What follows belongs to an exercise in optimizing a design on an open flow for small area; a production flow would make more cautious choices. Only simulation tests tie the RTL to the original design; equivalence was not proved. No activity file was given, so power comes from the tool's default toggle rates.

[design/flow/config.mk]
export PLATFORM = sky130hd
export DESIGN_NAME = id_stage
export DESIGN_NICKNAME = id_stage
export VERILOG_FILES = /design/flow/design.v
export SDC_FILE = /design/flow/constraint.sdc
export NUM_CORES = 4
export LEC_CHECK = 0
export CAP_MARGIN = 20
export CORE_MARGIN = 2
export CORE_UTILIZATION = 78
export GPL_TIMING_DRIVEN = 0
export SETUP_SLACK_MARGIN = 0.3
export SLEW_MARGIN = 20
export SYNTH_HIERARCHICAL = 1
export PRE_RESIZE_TCL = /design/flow/flow/pre_resize.tcl
export BUFFER_PORTS_ARGS = -buffer_cell sky130_fd_sc_hd__buf_1
export CTS_ARGS = -sink_clustering_enable -repair_clock_nets -buf_list sky130_fd_sc_hd__clkbuf_4 -sink_clustering_size 10 -sink_clustering_max_diameter 35 -dont_use_dummy_load
export REMOVE_ABC_BUFFERS = 1
[design/flow/constraint.sdc]
create_clock -name core_clock -period 8.0 [get_ports {clk_i}]
set_input_delay 1.6000 -clock core_clock [delete_from_list [all_inputs] [get_ports {clk_i}]]
set_output_delay 1.6000 -clock core_clock [all_outputs]
set_load 0.01 [all_outputs]
[design/flow/design.v]
package id_pkg;
  typedef logic [31:0] word_t;
  typedef logic [4:0]  reg_addr_t;
  typedef logic [1:0]  mem_size_t;
  localparam logic [6:0] OPC_OP     = 7'h33;
  localparam logic [6:0] OPC_OP_IMM = 7'h13;
  localparam logic [6:0] OPC_LUI    = 7'h37;
  localparam logic [6:0] OPC_AUIPC  = 7'h17;
  localparam logic [6:0] OPC_LOAD   = 7'h03;
  localparam logic [6:0] OPC_STORE  = 7'h23;
  localparam logic [6:0] OPC_BRANCH = 7'h63;
  localparam logic [6:0] OPC_JAL    = 7'h6f;
  localparam word_t PC_INCR = 32'd4;
  typedef enum logic [4:0] {
    ALU_ADD, ALU_SUB, ALU_XOR, ALU_OR, ALU_AND,
    ALU_SLL, ALU_SRL, ALU_SRA, ALU_SLT, ALU_SLTU,
    ALU_EQ, ALU_NE, ALU_LT, ALU_GE, ALU_LTU, ALU_GEU
  } alu_op_e;
  typedef enum logic [1:0] {OP_A_REG, OP_A_PC, OP_A_ZERO} op_a_sel_e;
  typedef enum logic {OP_B_REG, OP_B_IMM} op_b_sel_e;
  typedef enum logic [2:0] {IMM_I, IMM_S, IMM_B, IMM_U, IMM_J, IMM_INCR} imm_b_sel_e;
  typedef enum logic {RF_WD_EX, RF_WD_LSU} rf_wd_sel_e;
  typedef enum logic {IDLE, WAIT_MULTICYCLE} id_fsm_e;
  typedef struct packed {
    word_t instr;
    word_t pc;
  } fetch_t;
  typedef struct packed {
    logic       rf_we;
    rf_wd_sel_e rf_wd_sel;
    reg_addr_t  raddr_a;
    reg_addr_t  raddr_b;
    reg_addr_t  waddr;
    alu_op_e    alu_op;
    op_a_sel_e  op_a_sel;
    op_b_sel_e  op_b_sel;
    imm_b_sel_e imm_b_sel;
    logic       data_req;
    logic       data_we;
    mem_size_t  data_size;
    logic       data_sign_ext;
    logic       branch;
    logic       jump;
    logic       illegal;
  } dec_ctrl_t;
  typedef struct packed {
    word_t i;
    word_t s;
    word_t b;
    word_t u;
    word_t j;
  } imm_set_t;
  typedef struct packed {
    alu_op_e alu_op;
    word_t   operand_a;
    word_t   operand_b;
  } ex_req_t;
  typedef struct packed {
    logic      req;
    logic      we;
    mem_size_t size;
    logic      sign_ext;
    word_t     wdata;
  } lsu_req_t;
endpackage
`timescale 1ns/1ns
module id_rf_aoi222 (
  input  logic a0, b0, a1, b1, a2, b2,
  output logic y
);
  assign y = ~((a0 & b0) | (a1 & b1) | (a2 & b2));
endmodule
module id_rf_and2 (
  input  logic a, b,
  output logic y
);
  assign y = a & b;
endmodule
module id_rf_and3 (
  input  logic a, b, c,
  output logic y
);
  assign y = a & b & c;
endmodule
module id_rf_ao22 (
  input  logic a0, b0, a1, b1,
  output logic y
);
  assign y = (a0 & b0) | (a1 & b1);
endmodule
module id_rf_nand2 (
  input  logic a, b,
  output logic y
);
  assign y = ~(a & b);
endmodule
module id_rf_nand3 (
  input  logic a, b, c,
  output logic y
);
  assign y = ~(a & b & c);
endmodule
module id_rf_nand4 (
  input  logic a, b, c, d,
  output logic y
);
  assign y = ~(a & b & c & d);
endmodule
module id_rf_ao2111 (
  input  logic a0, b0, c, d, e,
  output logic y
);
  assign y = (a0 & b0) | c | d | e;
endmodule
module id_rf_or3 (
  input  logic a, b, c,
  output logic y
);
  assign y = a | b | c;
endmodule
module id_rf_column (
  input  logic [31:1] sel_i,
  input  logic [31:1] data_i,
  input  logic        extra_sel_i,
  input  logic        extra_i,
  output logic        y_o
);
  logic [10:0] t;
  logic [2:0]  p;
  for (genvar g = 0; g < 10; g++) begin : g_aoi
    id_rf_aoi222 u_aoi (
      .a0 (sel_i[3*g+1]), .b0 (data_i[3*g+1]),
      .a1 (sel_i[3*g+2]), .b1 (data_i[3*g+2]),
      .a2 (sel_i[3*g+3]), .b2 (data_i[3*g+3]),
      .y  (t[g])
    );
  end
  id_rf_nand2 u_nand_31 (.a(sel_i[31]), .b(data_i[31]), .y(t[10]));
  id_rf_nand4  u_nand_0 (.a(t[0]), .b(t[1]), .c(t[2]), .d(t[3]), .y(p[0]));
  id_rf_nand4  u_nand_1 (.a(t[4]), .b(t[5]), .c(t[6]), .d(t[7]), .y(p[1]));
  id_rf_nand3  u_nand_2 (.a(t[8]), .b(t[9]), .c(t[10]), .y(p[2]));
  id_rf_ao2111 u_or     (.a0(extra_sel_i), .b0(extra_i), .c(p[0]), .d(p[1]), .e(p[2]),
                         .y(y_o));
endmodule
module id_rf_column31 (
  input  logic [31:1] sel_i,
  input  logic [31:1] data_i,
  output logic        y_o
);
  logic [10:0] t;
  logic [2:0]  p;
  for (genvar g = 0; g < 10; g++) begin : g_aoi
    id_rf_aoi222 u_aoi (
      .a0 (sel_i[3*g+1]), .b0 (data_i[3*g+1]),
      .a1 (sel_i[3*g+2]), .b1 (data_i[3*g+2]),
      .a2 (sel_i[3*g+3]), .b2 (data_i[3*g+3]),
      .y  (t[g])
    );
  end
  id_rf_nand2 u_nand_31 (.a(sel_i[31]), .b(data_i[31]), .y(t[10]));
  id_rf_nand4 u_nand_0 (.a(t[0]), .b(t[1]), .c(t[2]), .d(t[3]), .y(p[0]));
  id_rf_nand4 u_nand_1 (.a(t[4]), .b(t[5]), .c(t[6]), .d(t[7]), .y(p[1]));
  id_rf_nand3 u_nand_2 (.a(t[8]), .b(t[9]), .c(t[10]), .y(p[2]));
  id_rf_or3   u_or     (.a(p[0]), .b(p[1]), .c(p[2]), .y(y_o));
endmodule
`timescale 1ns/1ns
module id_stage (
  input  logic        clk_i,
  input  logic        rst_ni,
  input  logic [31:0] fetch_instr_i,
  input  logic [31:0] fetch_pc_i,
  input  logic        instr_new_i,
  input  logic        branch_decision_i,
  input  logic        ex_valid_i,
  input  logic        lsu_valid_i,
  input  logic        lsu_load_err_i,
  input  logic [31:0] regfile_wdata_ex_i,
  input  logic [31:0] regfile_wdata_lsu_i,
  output logic [4:0]  ex_alu_op_o,
  output logic [31:0] ex_operand_a_o,
  output logic [31:0] ex_operand_b_o,
  output logic        lsu_req_o,
  output logic        lsu_we_o,
  output logic [1:0]  lsu_size_o,
  output logic        lsu_sign_ext_o,
  output logic [31:0] lsu_wdata_o,
  output logic        id_ready_o,
  output logic        pc_set_o,
  output logic        instr_ret_o,
  output logic        illegal_insn_o
);
  id_pkg::dec_ctrl_t ctrl;
  id_pkg::imm_set_t  imm;
  logic [6:0]        opcode;
  logic [2:0]        funct3;
  logic [6:0]        funct7;
  id_pkg::reg_addr_t rs1;
  id_pkg::reg_addr_t rs2;
  id_pkg::reg_addr_t rd;
  assign opcode = fetch_instr_i[6:0];
  assign rd     = fetch_instr_i[11:7];
  assign funct3 = fetch_instr_i[14:12];
  assign rs1    = fetch_instr_i[19:15];
  assign rs2    = fetch_instr_i[24:20];
  assign funct7 = fetch_instr_i[31:25];
  always_comb begin
    imm.i = {{20{fetch_instr_i[31]}}, fetch_instr_i[31:20]};
    imm.s = {{20{fetch_instr_i[31]}}, fetch_instr_i[31:25], fetch_instr_i[11:7]};
    imm.b = {{19{fetch_instr_i[31]}}, fetch_instr_i[31], fetch_instr_i[7], fetch_instr_i[30:25],
               fetch_instr_i[11:8], 1'b0};
    imm.u = {fetch_instr_i[31:12], 12'b0};
    imm.j = {{12{fetch_instr_i[31]}}, fetch_instr_i[19:12], fetch_instr_i[20], fetch_instr_i[30:21], 1'b0};
  end
  always_comb begin
    ctrl.rf_we         = 1'b0;
    ctrl.rf_wd_sel     = id_pkg::RF_WD_EX;
    ctrl.raddr_a       = rs1;
    ctrl.raddr_b       = rs2;
    ctrl.waddr         = rd;
    ctrl.alu_op        = id_pkg::ALU_ADD;
    ctrl.op_a_sel      = id_pkg::OP_A_REG;
    ctrl.op_b_sel      = id_pkg::OP_B_IMM;
    ctrl.imm_b_sel     = id_pkg::IMM_I;
    ctrl.data_req      = 1'b0;
    ctrl.data_we       = 1'b0;
    ctrl.data_size     = funct3[1:0];
    ctrl.data_sign_ext = ~funct3[2];
    ctrl.branch        = 1'b0;
    ctrl.jump          = 1'b0;
    ctrl.illegal       = 1'b0;
    case (opcode)
      id_pkg::OPC_OP_IMM: begin
        ctrl.rf_we = 1'b1;
        case (funct3)
          3'b000: ctrl.alu_op = id_pkg::ALU_ADD;
          3'b010: ctrl.alu_op = id_pkg::ALU_SLT;
          3'b011: ctrl.alu_op = id_pkg::ALU_SLTU;
          3'b100: ctrl.alu_op = id_pkg::ALU_XOR;
          3'b110: ctrl.alu_op = id_pkg::ALU_OR;
          3'b111: ctrl.alu_op = id_pkg::ALU_AND;
          3'b001: begin
            ctrl.alu_op  = id_pkg::ALU_SLL;
            ctrl.illegal = (funct7 != 7'b0000000);
          end
          default: begin
            ctrl.alu_op  = funct7[5] ? id_pkg::ALU_SRA : id_pkg::ALU_SRL;
            ctrl.illegal = ({funct7[6], funct7[4:0]} != 6'b0);
          end
        endcase
      end
      id_pkg::OPC_OP: begin
        ctrl.rf_we    = 1'b1;
        ctrl.op_b_sel = id_pkg::OP_B_REG;
        case ({funct7, funct3})
          {7'b0000000, 3'b000}: ctrl.alu_op = id_pkg::ALU_ADD;
          {7'b0100000, 3'b000}: ctrl.alu_op = id_pkg::ALU_SUB;
          {7'b0000000, 3'b001}: ctrl.alu_op = id_pkg::ALU_SLL;
          {7'b0000000, 3'b010}: ctrl.alu_op = id_pkg::ALU_SLT;
          {7'b0000000, 3'b011}: ctrl.alu_op = id_pkg::ALU_SLTU;
          {7'b0000000, 3'b100}: ctrl.alu_op = id_pkg::ALU_XOR;
          {7'b0000000, 3'b101}: ctrl.alu_op = id_pkg::ALU_SRL;
          {7'b0100000, 3'b101}: ctrl.alu_op = id_pkg::ALU_SRA;
          {7'b0000000, 3'b110}: ctrl.alu_op = id_pkg::ALU_OR;
          {7'b0000000, 3'b111}: ctrl.alu_op = id_pkg::ALU_AND;
          default:              ctrl.illegal = 1'b1;
        endcase
      end
      id_pkg::OPC_LUI: begin
        ctrl.rf_we     = 1'b1;
        ctrl.op_a_sel  = id_pkg::OP_A_ZERO;
        ctrl.imm_b_sel = id_pkg::IMM_U;
      end
      id_pkg::OPC_AUIPC: begin
        ctrl.rf_we     = 1'b1;
        ctrl.op_a_sel  = id_pkg::OP_A_PC;
        ctrl.imm_b_sel = id_pkg::IMM_U;
      end
      id_pkg::OPC_LOAD: begin
        ctrl.rf_we     = 1'b1;
        ctrl.rf_wd_sel = id_pkg::RF_WD_LSU;
        ctrl.data_req  = 1'b1;
        ctrl.illegal   = (funct3[1:0] == 2'b11) || (funct3 == 3'b110);
      end
      id_pkg::OPC_STORE: begin
        ctrl.data_req  = 1'b1;
        ctrl.data_we   = 1'b1;
        ctrl.imm_b_sel = id_pkg::IMM_S;
        ctrl.illegal   = funct3[2] || (funct3[1:0] == 2'b11);
      end
      id_pkg::OPC_BRANCH: begin
        ctrl.branch    = 1'b1;
        ctrl.op_b_sel  = id_pkg::OP_B_REG;
        ctrl.imm_b_sel = id_pkg::IMM_B;
        case (funct3)
          3'b000:  ctrl.alu_op = id_pkg::ALU_EQ;
          3'b001:  ctrl.alu_op = id_pkg::ALU_NE;
          3'b100:  ctrl.alu_op = id_pkg::ALU_LT;
          3'b101:  ctrl.alu_op = id_pkg::ALU_GE;
          3'b110:  ctrl.alu_op = id_pkg::ALU_LTU;
          3'b111:  ctrl.alu_op = id_pkg::ALU_GEU;
          default: ctrl.illegal = 1'b1;
        endcase
      end
      id_pkg::OPC_JAL: begin
        ctrl.jump      = 1'b1;
        ctrl.rf_we     = 1'b1;
        ctrl.op_a_sel  = id_pkg::OP_A_PC;
        ctrl.imm_b_sel = id_pkg::IMM_INCR;
      end
      default: ctrl.illegal = 1'b1;
    endcase
    if (ctrl.illegal) begin
      ctrl.rf_we    = 1'b0;
      ctrl.data_req = 1'b0;
      ctrl.data_we  = 1'b0;
      ctrl.branch   = 1'b0;
      ctrl.jump     = 1'b0;
    end
  end
  logic wait_q, wait_d;
  logic branch_set_q, branch_set_d;
  logic jump_set;
  logic multicycle;
  logic stall;
  logic complete;
  logic executing;
  logic regfile_we;
  assign multicycle = ctrl.data_req | ctrl.branch | ctrl.jump;
  assign executing  = instr_new_i | (multicycle & wait_q);
  always_ff @(posedge clk_i or negedge rst_ni) begin
    if (!rst_ni) begin
      wait_q       <= 1'b0;
      branch_set_q <= 1'b0;
    end else begin
      wait_q       <= wait_d;
      branch_set_q <= branch_set_d;
    end
  end
  always_comb begin
    wait_d       = wait_q;
    branch_set_d = 1'b0;
    jump_set     = 1'b0;
    stall        = 1'b0;
    complete     = 1'b0;
    instr_ret_o  = 1'b0;
    if (!wait_q) begin
      if (instr_new_i) begin
        if (ctrl.data_req) begin
          wait_d = 1'b1;
          stall  = 1'b1;
        end else if (ctrl.branch) begin
          wait_d       = branch_decision_i;
          stall        = branch_decision_i;
          branch_set_d = branch_decision_i;
          instr_ret_o  = ~branch_decision_i;
        end else if (ctrl.jump) begin
          wait_d   = 1'b1;
          stall    = 1'b1;
          jump_set = 1'b1;
        end else begin
          instr_ret_o = ~ctrl.illegal;
        end
      end
    end else begin
      if (ctrl.data_req ? lsu_valid_i : (ex_valid_i & ~branch_set_q)) begin
        wait_d      = 1'b0;
        complete    = 1'b1;
        instr_ret_o = 1'b1;
      end else begin
        stall = 1'b1;
      end
    end
  end
  always_comb begin
    if (!executing || ctrl.illegal) begin
      regfile_we = 1'b0;
    end else if (ctrl.data_req || ctrl.jump) begin
      regfile_we = complete & ctrl.rf_we & ~(ctrl.data_req & lsu_load_err_i);
    end else begin
      regfile_we = ctrl.rf_we;
    end
  end
  assign id_ready_o = ~stall;
  assign pc_set_o   = branch_set_q | jump_set;
  id_pkg::word_t regfile_wdata;
  logic [31:1]   valid_q;
  logic [31:1]   we_dec;
  logic [31:0]   sel_a;
  logic [31:0]   sel_b;
  logic [31:0]   rf_bit [32];   
  logic wd_lsu, wd_ex;
  assign wd_lsu = (ctrl.rf_wd_sel == id_pkg::RF_WD_LSU);
  assign wd_ex  = ~wd_lsu;
  for (genvar b = 0; b < 32; b++) begin : g_wdata
    id_rf_ao22 u_wd (
      .a0 (wd_lsu), .b0 (regfile_wdata_lsu_i[b]),
      .a1 (wd_ex),  .b1 (regfile_wdata_ex_i[b]),
      .y  (regfile_wdata[b])
    );
  end
  logic [7:0] w_hi, a_hi, b_hi;
  logic [3:0] w_lo, a_lo, b_lo;
  always_comb begin
    for (int j = 0; j < 8; j++) begin
      w_hi[j] = regfile_we && (ctrl.waddr[4:2] == j[2:0]);
      a_hi[j] = (ctrl.op_a_sel == id_pkg::OP_A_REG) && (ctrl.raddr_a[4:2] == j[2:0]);
      b_hi[j] = (ctrl.raddr_b[4:2] == j[2:0]);
    end
    for (int k = 0; k < 4; k++) begin
      w_lo[k] = (ctrl.waddr[1:0] == k[1:0]);
      a_lo[k] = (ctrl.raddr_a[1:0] == k[1:0]);
      b_lo[k] = (ctrl.raddr_b[1:0] == k[1:0]);
    end
  end
  assign sel_a[0] = (ctrl.op_a_sel == id_pkg::OP_A_PC);
  assign sel_b[0] = 1'b0;
  for (genvar i = 1; i < 32; i++) begin : g_dec
    id_rf_and2 u_we (.a(w_hi[i/4]), .b(w_lo[i%4]), .y(we_dec[i]));
    id_rf_and3 u_sel_a (.a(a_hi[i/4]), .b(a_lo[i%4]), .c(valid_q[i]), .y(sel_a[i]));
    id_rf_and3 u_sel_b (.a(b_hi[i/4]), .b(b_lo[i%4]), .c(valid_q[i]), .y(sel_b[i]));
  end
  always_ff @(posedge clk_i or negedge rst_ni) begin
    if (!rst_ni) begin
      valid_q <= '0;
    end else begin
      valid_q <= valid_q | we_dec;
    end
  end
  for (genvar i = 1; i < 32; i++) begin : g_reg
    id_pkg::word_t q;
    always_ff @(posedge clk_i) begin
      if (we_dec[i]) begin
        q <= regfile_wdata;
      end
    end
    for (genvar b = 0; b < 32; b++) begin : g_bit
      assign rf_bit[b][i] = q[b];
    end
  end
  id_pkg::word_t rdata_b;
  id_pkg::word_t imm_b;
  for (genvar b = 0; b < 32; b++) begin : g_col
    id_rf_column u_col_a (
      .sel_i       (sel_a[31:1]),
      .data_i      (rf_bit[b][31:1]),
      .extra_sel_i (sel_a[0]),
      .extra_i     (fetch_pc_i[b]),
      .y_o         (ex_operand_a_o[b])
    );
    id_rf_column31 u_col_b (
      .sel_i  (sel_b[31:1]),
      .data_i (rf_bit[b][31:1]),
      .y_o    (rdata_b[b])
    );
  end
  always_comb begin
    case (ctrl.imm_b_sel)
      id_pkg::IMM_I:    imm_b = imm.i;
      id_pkg::IMM_S:    imm_b = imm.s;
      id_pkg::IMM_B:    imm_b = imm.b;
      id_pkg::IMM_U:    imm_b = imm.u;
      id_pkg::IMM_J:    imm_b = imm.j;
      id_pkg::IMM_INCR: imm_b = id_pkg::PC_INCR;
      default:          imm_b = '0;
    endcase
  end
  assign ex_alu_op_o    = ctrl.alu_op;
  assign ex_operand_b_o = (ctrl.op_b_sel == id_pkg::OP_B_IMM) ? imm_b : rdata_b;
  assign lsu_req_o      = ctrl.data_req & executing;
  assign lsu_we_o       = ctrl.data_we;
  assign lsu_size_o     = ctrl.data_size;
  assign lsu_sign_ext_o = ctrl.data_sign_ext;
  assign lsu_wdata_o    = rdata_b;
  assign illegal_insn_o = ctrl.illegal;
endmodule
[design/flow/flow/run.sh]
#!/bin/bash
# Standard ORFS layout with these changes:
#  - port buffers are buf_1 instead of the default buffer cell,
#  - nets with a fanout of 20 or more get an x2 AND-type driver or one buf_2
#    before repair_design,
#  - CTS uses clkbuf_4 with larger sink clusters and no dummy loads,
#  - synthesis buffers are removed at floorplan.
set -euo pipefail
W=$(pwd)
cat >> config.mk <<EOM
export PRE_RESIZE_TCL = $W/flow/pre_resize.tcl
export BUFFER_PORTS_ARGS = -buffer_cell sky130_fd_sc_hd__buf_1
export CTS_ARGS = -sink_clustering_enable -repair_clock_nets -buf_list sky130_fd_sc_hd__clkbuf_4 -sink_clustering_size 10 -sink_clustering_max_diameter 35 -dont_use_dummy_load
export REMOVE_ABC_BUFFERS = 1
EOM
bash standard.sh finish > standard.log 2>&1
[design/flow/flow/pre_resize.tcl]
# High-fanout signal nets: an AND-type driver is swapped for its x2 size;
# any other driver gets one buf_2 next to it. This keeps repair_design from
# building trees of large buffers for these nets.
set fo_min 20
set upsize {and2_1 and2_2 and3_1 and3_2 a22o_1 a22o_2 a21o_1 a21o_2 or2_1 or2_2 or3_1 or3_2}
set n_up 0
set n_buf 0
foreach net [get_nets *] {
  set name [get_property $net name]
  if { $name == "clk_i" } { continue }
  set loads [get_pins -of_objects $net -filter "direction==input"]
  set drv [get_pins -of_objects $net -filter "direction==output"]
  if { [llength $loads] < $fo_min || [llength $drv] != 1 } { continue }
  set inst [[sta::sta_to_db_pin $drv] getInst]
  set master [string map {sky130_fd_sc_hd__ ""} [[$inst getMaster] getName]]
  set i [lsearch -exact $upsize $master]
  if { $i >= 0 && $i % 2 == 0 } {
    replace_cell [$inst getName] sky130_fd_sc_hd__[lindex $upsize [expr {$i + 1}]]
    incr n_up
  } else {
    set loc [$inst getLocation]
    insert_buffer -buffer_cell sky130_fd_sc_hd__buf_2 -net $name \
      -location [list [expr {[lindex $loc 0] / 1000.0}] [expr {[lindex $loc 1] / 1000.0}]]
    incr n_buf
  }
}
puts "pre_resize: upsized $n_up and buffered $n_buf high-fanout nets"
[design/flow/standard.sh]
#!/bin/bash
# synth_recipe.tcl (not shown) runs the flow's synth.tcl, then flattens the netlist and writes it again
# the make line also repeats each setting of config.mk as NAME=value (left out here)
make -C /OpenROAD-flow-scripts/flow DESIGN_CONFIG=/design/flow/config.mk WORK_HOME=/design/flow/orfs CLKGATE_MAP_FILE= SYNTH_SCRIPT=/design/flow/synth_recipe.tcl "${@:-finish}"
==> reports/results.txt, run 1 <==
Sw frac - 0.213
Pint - 6.73 mW
Clock Latency Late Sink - 1070 ps
Tightest Hold Check Type - reg -> reg
Net Switching - 1.82 mW
Number of antenna violations at the first check in global routing - 14
Post-DP HPWL - 86400 µm
CTS Buffer Depth - 3
Die Footprint - 0.0550 mm²
H-tree Lvls - 4
Top delay family on crit path - simple AND/OR/NAND/NOR gates
Async SR Flop Fraction - 0.0322
Final Instance Area - 0.0444 mm²
WP data required - 6400 ps
R2r setup slk - 4390 ps
CTS clock-pin slew for the worst setup and hold paths - 40 ps
Row count - 84
Post-cts gate resize count - 0
Final setup viols - 0
Outcome - finished clean
Comb pwr share - 0.031
Cell Area, Synth - 0.0415 mm²
Peak supply drop - 0.175 mV
Max-Cap Viols - 0
Sequential cell area - 0.0306 mm²
First drt pass iteration count - 17
Post-synth top flop - edfxtp_1
CP dominant cell by count - buf_1
Largest net degree at the start of global routing - 45
CP max FO - 32
Worst Path Buf+Inv - 2
Critical path data arrival time - 6050 ps
# DRC - 0
Measured slew at the worst slew-check pin - 1290 ps
Clock sinks - 1025
Clock period minus worst slack - 7650 ps
Port Buffers - 243
Ys Warns - 9
CTS Buf Count - 138
EDFF count, synth - 992
Crit path launch type - input port
WL final - 154000 µm
Core Region - 0.0526 mm²
Vias per inst - 9.83
Clk_skew - 74.7 ps
Fillers - 2443
Die W - 235 µm
Multi-input gate area - 0.0109 mm²
Post-synth cell types - 57
Sequential Power Share - 0.689
Crit share post-route - 0.956
Final net count - 2887
Static leakage power - 14.2 nW
GP Congestion - 1.02
Max Slew Vio Count - 0
Worst-path cell with the longest stage delay - nand4_1
DIE HEIGHT - 235 µm
Syn_area_per_cell - 17.4 µm²
Setup crit end kind - primary output
First-pass GRT wire length - 213000 µm
Fmax - 131 MHz
Flops & latches, synth - 1025
Drt wl/cell - 44.7 µm
Synth Instances - 2385
Fraction of final layout cells sized beyond drive strength 1 - 0.114
Cell Chain, Critical Path - buf_1, nand3b_4, mux2i_1, and4_1, nor3_1, and3_2, a222oi_1, nand4_1, a2111o_1, buf_1
Final cell count without fillers - 3449
Final hold vios - 0
Slew HR - 0.140
Power per cell area - 192 mW/mm²
Vias in the first global route - 31828
Hold Buf Count CTS - 0
CTS tree - done
Remaining Overflow, GRT - 0
DR iter-0 viols - 12758
Setup TNS Final - 0 ps
Area post-placement - 0.0433 mm²
I/O pins - 245
Post-route ant nets - 0
Clock power frac - 0.281
Post-Place Cells - 3297
Clock Root Buffer - clkbuf_4
Critical path class - in -> out
Sequential area share after synthesis - 0.738
Initial core utilization - 0.789
RSZ-0062 raised after global routing - no
Largest stage delay, worst path - 790 ps
Overall Global Routing Usage - 0.559
Vias - 33894
Area Growth Syn to Fin - 7.13%
metal layers:
layer	track usage	routed length (µm)
met5	0.0205	172
met4	0.419	17100
met3	0.295	34900
met2	0.771	62000
met1	0.666	39900
power by group through the flow:
stage	logic (mW)	clock network [mW]	registers, mW
after global placement	0.228	0	6.01
after CTS	0.240	2.36	5.89
after detailed placement	0.240	0	6.01
final	0.262	2.40	5.89
after floorplan	0.106	0	6.01
after global routing	0.268	2.57	5.89
Yosys stat by module, one instance, submodules excluded, excerpt:
| module | cells | area (µm²) |
|---|---|---|
| id_rf_nand4 | 1 | 6.26 |
| id_rf_aoi222 | 1 | 10.0 |
| id_rf_ao22 | 1 | 8.76 |
| id_rf_ao2111 | 1 | 11.3 |
| id_rf_or3 | 1 | 6.26 |
| id_rf_and3 | 1 | 6.26 |
| id_rf_nand3 | 1 | 5.00 |
| id_rf_nand2 | 1 | 3.75 |
| id_stage | 1300 | 32300 |
| id_rf_and2 | 1 | 6.26 |
layout make-up:
class                      count  share of cell area
timing repair buffer         253              0.0222
antenna                       11            0.000620
clock buffer                 138              0.0233
tap                          688              0.0194
multi-input combinational   1326               0.245
inverter                       8            0.000676
sequential                  1025               0.689
placed cells by master, fill, tap and decap left out, types with 6 or more instances in the layout:
cell / synthesis / routed
edfxtp_1: 992 / 992
a22o_2: 0 / 32
or2_2: 32 / 32
buf_2: 8 / 6
nor4_1: 9 / 8
a221o_1: 19 / 19
a222oi_1: 640 / 640
nor3_1: 13 / 13
nor2_1: 22 / 22
nor2b_1: 6 / 6
and3_2: 0 / 62
a21oi_1: 7 / 7
clkbuf_4: 0 / 138
inv_1: 8 / 8
a2111o_1: 33 / 33
nand3_1: 68 / 68
o21ai_0: 13 / 13
and2_2: 0 / 26
dfrtp_1: 33 / 33
or3_1: 37 / 37
diode_2: 0 / 11
nand2b_1: 11 / 11
buf_1: 0 / 243
nand2_1: 95 / 95
nand4_1: 130 / 130
sequential cells by signal (all words and copies together), names as in the netlist:
signal	count
g.q	992
valid_q	31
branch_set_q	1
wait_q	1
cell usage after synthesis (all sizes together), types with 3 or more instances:
master	number	area [µm²]
nor4	9	56.3
a22o	33	289
dfrtp	33	826
a222oi	640	6410
nand2b	11	68.8
nand2	95	357
or3	37	231
a2111o	33	372
o31ai	3	22.5
nand3	68	340
nor3b	4	30.0
nor2	24	95.1
buf	12	70.1
or2	33	206
and2	34	213
nor3	14	75.1
a31oi	5	31.3
a22oi	5	37.5
o21ai	14	70.1
a211oi	3	22.5
and3	63	394
inv	8	30.0
a21oi	7	35.0
nand3b	4	42.5
nand4	130	813
clkbuf	14	52.6
edfxtp	992	29800
nor2b	6	37.5
a21o	5	37.5
a221o	19	190
per-stage QoR:
step	util	setup slack [ps]	total power [mW]	hold WS (ps)
global placement	0.821	-5320	6.24	458
detailed placement	0.824	548	6.25	459
finish	0.846	352	8.55	487
global route	0.845	484	8.73	503
floorplan	-	1730	6.11	445
CTS	0.844	493	8.49	481
worst register-to-register path, delay by kind of cell (launching register included):
family           cells  cell delay [ps]
AO/OA/AOI/OAI        1              590
AND/OR/NAND/NOR      3             2160
flip-flops           1              450
cell families after synthesis:
| group | count (synthesis) | synth area share |
|---|---|---|
| mux | 1 | 0.000241 |
| simple gates | 541 | 0.0734 |
| compound gates | 781 | 0.184 |
| other cells | 1 | 0.0000904 |
| buf+inv | 34 | 0.00368 |
| xor+xnor | 2 | 0.000422 |
| flops | 1025 | 0.738 |
timing repair:
| action | in CTS | in global routing |
|---|---|---|
| setup buffers | 0 | 2 |
| endpoints found under the hold margin | 0 | 0 |
| setup endpoints to repair | 0 | 22 |
final timing paths:
check	start	endpoint	depth (start not counted)
setup reg to reg	wait_q	g_reg[12].q[11]	4
min in group asynchronous	rst_ni	valid_q[5]	2
hold reg to reg	valid_q[24]	valid_q[24]	1
max in group asynchronous	rst_ni	valid_q[20]	2
hold / removal	valid_q[24]	valid_q[24]	1
setup / recovery	fetch_instr_i[6]	ex_operand_a_o[17]	10
==> run 2, diff against run 1 <==
==> design/flow/flow/run.sh (replaced) <==
#!/bin/bash
# Standard ORFS layout with these changes:
#  - port buffers are buf_1 instead of the default buffer cell,
#  - nets with a fanout of 20 or more get an x2 AND-type driver or one buf_2
#    before repair_design,
#  - CTS uses clkbuf_8 with larger sink clusters and no dummy loads,
#  - synthesis buffers are removed at floorplan.
set -euo pipefail
W=$(pwd)
cat >> config.mk <<EOM
export PRE_RESIZE_TCL = $W/flow/pre_resize.tcl
export BUFFER_PORTS_ARGS = -buffer_cell sky130_fd_sc_hd__buf_1
export CTS_ARGS = -sink_clustering_enable -repair_clock_nets -buf_list sky130_fd_sc_hd__clkbuf_8 -sink_clustering_size 14 -sink_clustering_max_diameter 60 -dont_use_dummy_load
export REMOVE_ABC_BUFFERS = 1
EOM
bash standard.sh finish > standard.log 2>&1
==> design/flow/config.mk (replaced) <==
export PLATFORM = sky130hd
export DESIGN_NAME = id_stage
export DESIGN_NICKNAME = id_stage
export VERILOG_FILES = /design/flow/design.v
export SDC_FILE = /design/flow/constraint.sdc
export NUM_CORES = 4
export LEC_CHECK = 0
export CAP_MARGIN = 20
export CORE_MARGIN = 2
export CORE_UTILIZATION = 72
export GPL_TIMING_DRIVEN = 0
export SETUP_SLACK_MARGIN = 0.3
export SLEW_MARGIN = 20
export SYNTH_HIERARCHICAL = 1
export PRE_RESIZE_TCL = /design/flow/flow/pre_resize.tcl
export BUFFER_PORTS_ARGS = -buffer_cell sky130_fd_sc_hd__buf_1
export CTS_ARGS = -sink_clustering_enable -repair_clock_nets -buf_list sky130_fd_sc_hd__clkbuf_8 -sink_clustering_size 14 -sink_clustering_max_diameter 60 -dont_use_dummy_load
export REMOVE_ABC_BUFFERS = 1
==> run 2 against run 1 <==
Compared with the run above: register-to-register slack got worse by 100 ps; count of clock-buffer cells in the layout fell by 54; largest cell class unchanged; total power rose by 1.5%; non-clock buffer count fell by 2; core utilization fell by 5.9 points; global-route usage fell by 7.5 points; cell count rose by 0.26%.
==> reports/results.txt, run 2 <==
RSZ-0062 raised after global routing - no
Most frequent cells in the layout - edfxtp_1, a222oi_1, buf_1
Max-Cap Viols - 0 (unchanged)
Critical path data arrival time - 5680 ps (-370 ps)
WP data required - 6400 ps (about the same)
Vias - 31961 (-5.7%)
Reg2reg end - g_reg[6].q[0]
Top flop regs - g.q x992, valid_q x31
Clk_skew - 54.2 ps (-20.4 ps)
GP Congestion - 0.978 (-3.6%)
Met3 Track Usage GR - 0.171 (-0.124)
CTS clock-pin slew for the worst setup and hold paths - 70 ps (+30 ps)
Crit path launch type - input port
Most common cell after layout, fill and taps aside - edfxtp_1
Cell Area, Synth - 0.0415 mm² (unchanged)
Dpl ws - 563 ps (+15.0 ps)
Grt met2 use - 0.698 (-0.0732)
Async SR Flop Fraction - 0.0322 (unchanged)
Static leakage power - 14.2 nW (-0.30%)
Tightest Hold Check Type - reg -> reg
Die Footprint - 0.0595 mm² (+8.2%)
WL final - 147000 µm (-4.6%)
Hold Path End - valid_q[17]
Final setup viols - 0 (unchanged)
Final net count - 2831 (-1.9%)
Vias in the first global route - 30237 (-5.0%)
Final Instance Area - 0.0446 mm² (+0.39%)
Final core occ - 0.786 (-0.0590)
Post-synth cell types - 57 (unchanged)
Syn_area_per_cell - 17.4 µm² (unchanged)
Slew HR - 0.141 (+0.00145)
Final cell count without fillers - 3458 (+0.26%)
Clock power frac - 0.293 (+0.012)
Hold Path Depth - 1 (unchanged)
First-pass GRT wire length - 204000 µm (-4.4%)
Flops & latches, synth - 1025 (unchanged)
Measured slew at the worst slew-check pin - 1290 ps (-2.17 ps)
Largest net degree at the start of global routing - 45 (unchanged)
Critical path class - in -> out
Clock Root Buffer - clkbuf_8
Setup TNS Final - 0 ps (unchanged)
Pint - 6.88 mW (+2.1%)
Post-route ant nets - 0 (unchanged)
Global-route met1 utilization - 0.623 (-0.0425)
Most frequent cell after synthesis - edfxtp_1
Net Switching - 1.80 mW (-0.93%)
DIE HEIGHT - 244 µm (+4.0%)
Die W - 244 µm (+4.0%)
Row count - 87 (+3.6%)
Post-Place Cells - 3365 (+2.1%)
Worst Setup Slack, final - 719 ps (+367 ps)
Clock sinks - 1025 (unchanged)
Post-DP HPWL - 83200 µm (-3.7%)
Outcome - finished clean
Remaining Overflow, GRT - 0 (unchanged)
Sw frac - 0.207 (-0.00506)
Ys Warns - 9 (unchanged)
Fraction of final layout cells sized beyond drive strength 1 - 0.0954 (-0.0184)
First drt pass iteration count - 15 (-2)
CP max FO - 32 (unchanged)
I/O pins - 245 (unchanged)
Peak supply drop - 0.198 mV (+13%)
HP Start - valid_q[17]
Area Growth Syn to Fin - 7.54%
Top cell type's share of synthesized area - 0.718 (unchanged)
EDFF count, synth - 992 (unchanged)
Final hold vios - 0 (unchanged)
Vias per inst - 9.24 (-5.9%)
Area post-placement - 0.0434 mm² (+0.20%)
CTS Buffer Depth - 3 (unchanged)
Grt peak-use layer - met2
Power per cell area - 195 mW/mm² (+1.1%)
Comb pwr share - 0.029 (-0.002)
CTS tree - done
FF-to-FF path depth - 4 (unchanged)
Post-synth top flop - edfxtp_1
Core Region - 0.0567 mm² (+7.9%)
Setup crit end kind - primary output
Initial core utilization - 0.731 (-0.0579)
Fmax - 137 MHz (+5.0%)
Sequential Power Share - 0.678 (-0.011)
Largest area contributor in the netlist - edfxtp_1
Clock period minus worst slack - 7280 ps (-367 ps)
Crit share post-route - 0.910 (-0.0458)
Biggest register - g.q
Overall Global Routing Usage - 0.483 (-0.0754)
Synth area leaders - edfxtp_1, a222oi_1, dfrtp_1, nand4_1, and3_1
H-tree Lvls - 3 (-1)
Port Buffers - 243 (unchanged)
Hold Buf Count CTS - 0 (unchanged)
Synth Instances - 2385 (unchanged)
R2R Path Start - wait_q
Max reg flops - 992 (unchanged)
Sequential area share after synthesis - 0.738 (unchanged)
Top cells by instance count after synthesis - edfxtp_1, a222oi_1, nand4_1
R2r setup slk - 4290 ps (-100 ps)
Clock Latency Late Sink - 740 ps (-330 ps)
Max Slew Vio Count - 0 (unchanged)
DR iter-0 viols - 10077 (-21%)
# DRC - 0 (unchanged)
Number of antenna violations at the first check in global routing - 4 (-10)
Drt wl/cell - 42.5 µm (-4.8%)
CTS Buf Count - 84 (-39%)
[run 2: cell counts after synthesis]
No cell type changed its count.
[run 2: worst max-delay path by stage]
stage / from / slack [ps] / cells after the start / endpoint
final: fetch_instr_i[6] / 720 / 10 / ex_operand_a_o[2]
after CTS: fetch_instr_i[5] / 530 / 11 / ex_operand_a_o[17]
after floorplan: fetch_instr_i[6] / 1730 / 4 / ex_operand_b_o[12]
after global routing: fetch_instr_i[6] / 750 / 10 / ex_operand_a_o[2]
after global placement: fetch_instr_i[6] / -3360 / 6 / ex_operand_b_o[16]
after detailed placement: fetch_instr_i[5] / 560 / 11 / ex_operand_a_o[17]
[run 2: kinds of logic (layout without fill, tap and decap cells)]
kind of cell | Yosys count | in the layout | share of synthesized area
other cells | 1 | 9 | 0.0000904
buf+inv | 34 | 343 | 0.00368
flops | 1025 | 1025 | 0.738
simple gates | 541 | 541 | 0.0734
compound gates | 781 | 781 | 0.184
xor+xnor | 2 | 2 | 0.000422
mux | 1 | 1 | 0.000241
[run 2: final cells by class]
class | instances | area (µm²)
antenna | 8 | 20.0
clock buffer | 84 | 1160
inverter | 8 | 30.0
tap | 756 | 946
timing repair buffer | 251 | 957
sequential | 1025 | 30600
multi-input combinational | 1326 | 10900
fill | 3103 | 12100
[run 2: metrics by stage]
step                      hold slack, ps  power, mW
after floorplan                      445       6.11
after global placement               459       6.24
after detailed placement             462       6.24
after CTS                            483       8.62
after global routing                 505       8.82
final                                493       8.68
[run 2: worst max-delay path: stages]
cell	delay [ps]
buf_1	500
nand2b_1	380
mux2i_1	200
and4_1	350
nor3_1	530
and3_2	970
a222oi_1	300
nand4_1	390
a2111o_1	170
buf_1	260
[run 2: layer usage]
metal	vias to the layer above	share of wire
met5	-	0.000082
met4	2	0.089
met3	786	0.20
met2	4150	0.42
met1	14892	0.29
li1	12131	-
[run 2: power groups by stage]
stage                     logic [mW]  clock network (mW)  registers [mW]
final                          0.251                2.54            5.89
after global routing           0.260                2.68            5.89
after CTS                      0.237                2.50            5.89
after detailed placement       0.236                   0            6.01
after global placement         0.226                   0            6.01
after floorplan                0.106                   0            6.01
[run 2: timing repair]
item                                   4_1_cts  5_1_grt
resized for setup                            0        0
endpoints found under the hold margin        0        0
setup endpoints to repair                    0       18
setup buffers                                0        1
[run 2: modules after synthesis (local to each module, per instance), excerpt]
module        flip-flops and latches  cells inside
id_rf_nand2                        0             1
id_rf_and3                         0             1
id_rf_nand4                        0             1
id_rf_aoi222                       0             1
id_rf_or3                          0             1
id_rf_nand3                        0             1
id_rf_ao2111                       0             1
id_stage                        1025          1300
id_rf_ao22                         0             1
id_rf_and2                         0             1

==> re-timing with driven ports <==
Ports are ideal in the flow. The routed layouts listed here were re-timed in OpenROAD. Step 1 (the two cells are an assumption about what drives the block):
set clk [get_ports {clk_i}]
set_driving_cell -lib_cell sky130_fd_sc_hd__clkbuf_16 $clk
set_driving_cell -lib_cell sky130_fd_sc_hd__buf_2 [delete_from_list [all_inputs] $clk]
Step 2 times the ports against the registers' clock, not the clock port: input delays grow and output delays shrink by t, the midpoint of the rising clock arrivals with the driver on. Three values: ideal, step 1, step 2; two values: the first two.
run	shift t [ns]	setup slack, ns	latest minus earliest clock arrival (ns)
run 1	1.077	0.352 / 0.319 / 0.319	0.107 / 0.106
run 2	0.766	0.719 / 0.627 / 0.627	0.073 / 0.074
After both steps every run listed still meets setup and hold. The setup slack of run 2, which loses most, moves by -0.092 ns with the drivers and by -0.092 ns with both steps.
